What follows belongs to an exercise in optimizing a design on an open flow for small area; a production flow would make more cautious choices.
The RTL was checked by simulation tests, not by an equivalence proof against the original design.

==> job 7875: inputs <==
## game_2048_top
module game_2048_top (
  input  logic clk,
  input  logic rst_n,
  input  logic pmod_data,
  input  logic pmod_clk,
  input  logic pmod_latch,
  output logic hsync,
  output logic vsync,
  output logic [1:0] red,
  output logic [1:0] green,
  output logic [1:0] blue
);
  logic [11:0] shift_reg;
  logic latch_rise;
  logic strobe;
  logic [1:0] dir;
  logic [63:0] board;
  logic [1:0] orient;
  logic [2:0] hc;
  logic [7:0] hx;
  logic [2:0] vc;
  logic [6:0] vy;
  pad_receiver pad_i (
    .clk        (clk),
    .rst_n      (rst_n),
    .pmod_data  (pmod_data),
    .pmod_clk   (pmod_clk),
    .pmod_latch (pmod_latch),
    .shift_reg  (shift_reg),
    .latch_rise (latch_rise)
  );
  move_detect move_i (
    .clk        (clk),
    .rst_n      (rst_n),
    .shift_reg  (shift_reg),
    .latch_rise (latch_rise),
    .strobe     (strobe),
    .dir        (dir)
  );
  board_engine board_i (
    .clk    (clk),
    .rst_n  (rst_n),
    .strobe (strobe),
    .dir    (dir),
    .board  (board),
    .orient (orient)
  );
  vga_timing timing_i (
    .clk   (clk),
    .rst_n (rst_n),
    .hc    (hc),
    .hx    (hx),
    .vc    (vc),
    .vy    (vy)
  );
  tile_renderer render_i (
    .clk   (clk),
    .rst_n (rst_n),
    .hc    (hc),
    .hx    (hx),
    .vc    (vc),
    .vy    (vy),
    .board (board),
    .orient(orient),
    .hsync (hsync),
    .vsync (vsync),
    .red   (red),
    .green (green),
    .blue  (blue)
  );
endmodule
export LEC_CHECK = 0
export CAP_MARGIN = 10
export CORE_MARGIN = 2
export CORE_UTILIZATION = 55
export GPL_TIMING_DRIVEN = 1
export PLACE_DENSITY = 0.6
export SLEW_MARGIN = 10
create_clock -name core_clock -period 32.0 [get_ports {clk}]
standard.sh (not shown) runs the stock make flow with config.mk's settings and CLKGATE_MAP_FILE= SYNTH_SCRIPT=/design/flow/synth_recipe.tcl, a recipe that flattens the netlist after the stock synthesis.
==> flow/flow/run.sh <==
#!/bin/bash
# The standard layout, with two changes:
#  - synthesis: ORFS's synth.tcl without the full/half adder extraction, and
#    abc mapping with flow/abc.script (area oriented) instead of ORFS's speed
#    script; registers are mapped exactly as in the standard synthesis
#  - CTS: the arguments in flow/cts_args.txt (smaller clock buffers, no dummy
#    loads)
#  - port buffers: every input and output port still gets its own buffer, a
#    buf_1 instead of the larger cell buffer_ports picks by default
# Each tool's output: flow.log (make), orfs/logs/ (per step), patch.log.
set -euo pipefail
W=$(pwd)
python3 flow/patch_synth.py "$FLOW_HOME/scripts/synth.tcl" "$W/synth_patched.tcl" "$W/flow/abc.script" > patch.log 2>&1
sed "s#\$::env(SCRIPTS_DIR)/synth.tcl#$W/synth_patched.tcl#" synth_recipe.tcl > my_synth.tcl
grep -q synth_patched my_synth.tcl
sed "s#SYNTH_SCRIPT=[^ ]*#SYNTH_SCRIPT=$W/my_synth.tcl#" standard.sh > my_standard.sh
grep -q "SYNTH_SCRIPT=$W/my_synth.tcl" my_standard.sh
export CTS_ARGS="$(cat flow/cts_args.txt)"
export BUFFER_PORTS_ARGS="-buffer_cell sky130_fd_sc_hd__buf_1"
echo "CTS_ARGS=$CTS_ARGS BUFFER_PORTS_ARGS=$BUFFER_PORTS_ARGS" > cts_args.log
bash my_standard.sh > flow.log 2>&1
==> flow/flow/abc.script <==
strash
&get -n
&fraig -x
&put
scorr
dc2
strash
&get -n
&deepsyn -T 120
&put
strash
dch -f
amap
==> flow/flow/cts_args.txt <==
-sink_clustering_enable -repair_clock_nets -dont_use_dummy_load -root_buf sky130_fd_sc_hd__clkbuf_16 -buf_list sky130_fd_sc_hd__clkbuf_8
==> flow/flow/patch_synth.py <==
# Writes a copy of ORFS's synth.tcl that leaves adders to abc (no extract_fa)
# and maps with the abc script given (area oriented) instead of ORFS's
# speed script. Registers are mapped exactly as in the standard synthesis.
import sys
src, dst, script = sys.argv[1], sys.argv[2], sys.argv[3]
s = open(src).read()
a = """if {
  [env_var_exists_and_non_empty ADDER_MAP_FILE] &&"""
assert s.count(a) == 1, "adder block not found"
s = s.replace(a, """if { 0 &&
  [env_var_exists_and_non_empty ADDER_MAP_FILE] &&""")
b = "  log_cmd abc {*}$abc_args\n"
assert s.count(b) == 1, "abc call not found"
s = s.replace(b, "  log_cmd abc -script " + script + " {*}$lib_args {*}$lib_dont_use_args\n")
open(dst, "w").write(s)
print("patched", src, "->", dst)
==> job 9701: changes against job 7875 <==
==> flow/flow/run.sh (replaced) <==
#!/bin/bash
# The standard layout, with two changes:
#  - synthesis: ORFS's synth.tcl without the full/half adder extraction, and
#    abc's default area-oriented mapping script (registers are mapped exactly
#    as in the standard synthesis)
#  - CTS: the arguments in flow/cts_args.txt (smaller clock buffers, no dummy
#    loads)
set -euo pipefail
W=$(pwd)
python3 flow/patch_synth.py "$FLOW_HOME/scripts/synth.tcl" "$W/synth_patched.tcl" > patch.log 2>&1
sed "s#\$::env(SCRIPTS_DIR)/synth.tcl#$W/synth_patched.tcl#" synth_recipe.tcl > my_synth.tcl
grep -q synth_patched my_synth.tcl
sed "s#SYNTH_SCRIPT=[^ ]*#SYNTH_SCRIPT=$W/my_synth.tcl#" standard.sh > my_standard.sh
grep -q "SYNTH_SCRIPT=$W/my_synth.tcl" my_standard.sh
export CTS_ARGS="$(cat flow/cts_args.txt)"
echo "CTS_ARGS=$CTS_ARGS" > cts_args.log
bash my_standard.sh > flow.log 2>&1
==> flow/flow/cts_args.txt (replaced) <==
-sink_clustering_enable -repair_clock_nets -dont_use_dummy_load -root_buf sky130_fd_sc_hd__clkbuf_16 -buf_list sky130_fd_sc_hd__clkbuf_8 -sink_clustering_size 20
==> flow/flow/patch_synth.py (replaced) <==
# Writes a copy of ORFS's synth.tcl that leaves adders to abc (no extract_fa)
# and maps with abc's default area-oriented script instead of the speed script.
import sys
src, dst = sys.argv[1], sys.argv[2]
s = open(src).read()
a = """if {
  [env_var_exists_and_non_empty ADDER_MAP_FILE] &&"""
assert s.count(a) == 1, "adder block not found"
s = s.replace(a, """if { 0 &&
  [env_var_exists_and_non_empty ADDER_MAP_FILE] &&""")
b = "  log_cmd abc {*}$abc_args\n"
assert s.count(b) == 1, "abc call not found"
s = s.replace(b, "  log_cmd abc {*}$lib_args {*}$lib_dont_use_args\n")
open(dst, "w").write(s)
print("patched", src, "->", dst)
- CAP_MARGIN: 10 -> 20
- CORE_UTILIZATION: 55 -> 40
- GPL_TIMING_DRIVEN: 1 -> unset
- PLACE_DENSITY: 0.6 -> 0.45
- SLEW_MARGIN: 10 -> 20
removed: flow/flow/abc.script
==> notes.md <==
- Die area: job 7875 is smaller than job 9701 (about 35%).
- Between job 9701 and job 7875, the lower register-to-register slack is in job 9701 (gap 190 ps).
- Of job 7875 and job 9701, job 9701 has the higher non-clock buffer count (gap 7).
- In sequential cell count, job 7875 and job 9701 do not differ.
- Of job 9701 and job 7875, job 7875 has the higher sequential share of layout area (gap 4.2 points).
==> figures <==
| item | job 9701 | job 7875 |
|---|---|---|
| Outcome | complete, no violations | complete, no violations |
| Die Footprint | 29400 um2 | 19100 um2 |
| Share of final layout cell area taken by non-clock buffers | 2.40% | 1.52% |
| Area share of the leading cell type in the synthesized netlist | 22.3% | 25.2% |
| Detailed Routing Iterations Pass 1 | 6 | 9 |
| Area of the mapped netlist | 11200 um2 | 9920 um2 |
| Most common cell in the synthesized netlist | nand2_1 | nor2_1 |
| Non-clk invs | 31 | 157 |
| Worst Setup EP | board_i.board[36] | board_i.board[37] |

[re-timing with driven ports]
In the flow no input, the clock included, has a driving cell. The finished layouts below were timed again as built, in two steps. Step 1 sets driving cells, clkbuf_16 on the clock port and buf_2 on the other inputs (assumed; they add their load-dependent delay and slew). Step 2, shift: input delay + t, output delay - t, t = (earliest + latest rising clock arrival at the registers) / 2. This alone moves slack from input paths to output paths. Three values: ideal ports, drivers, drivers and shift; two values: the first two.
run	t, ns	setup slack, ns	worst setup path at the end
job 7875	0.411	13.914 / 13.914 / 13.914	register to register
job 9701	0.425	13.725 / 13.725 / 13.725	register to register
After both steps setup and hold are still met in every run listed.
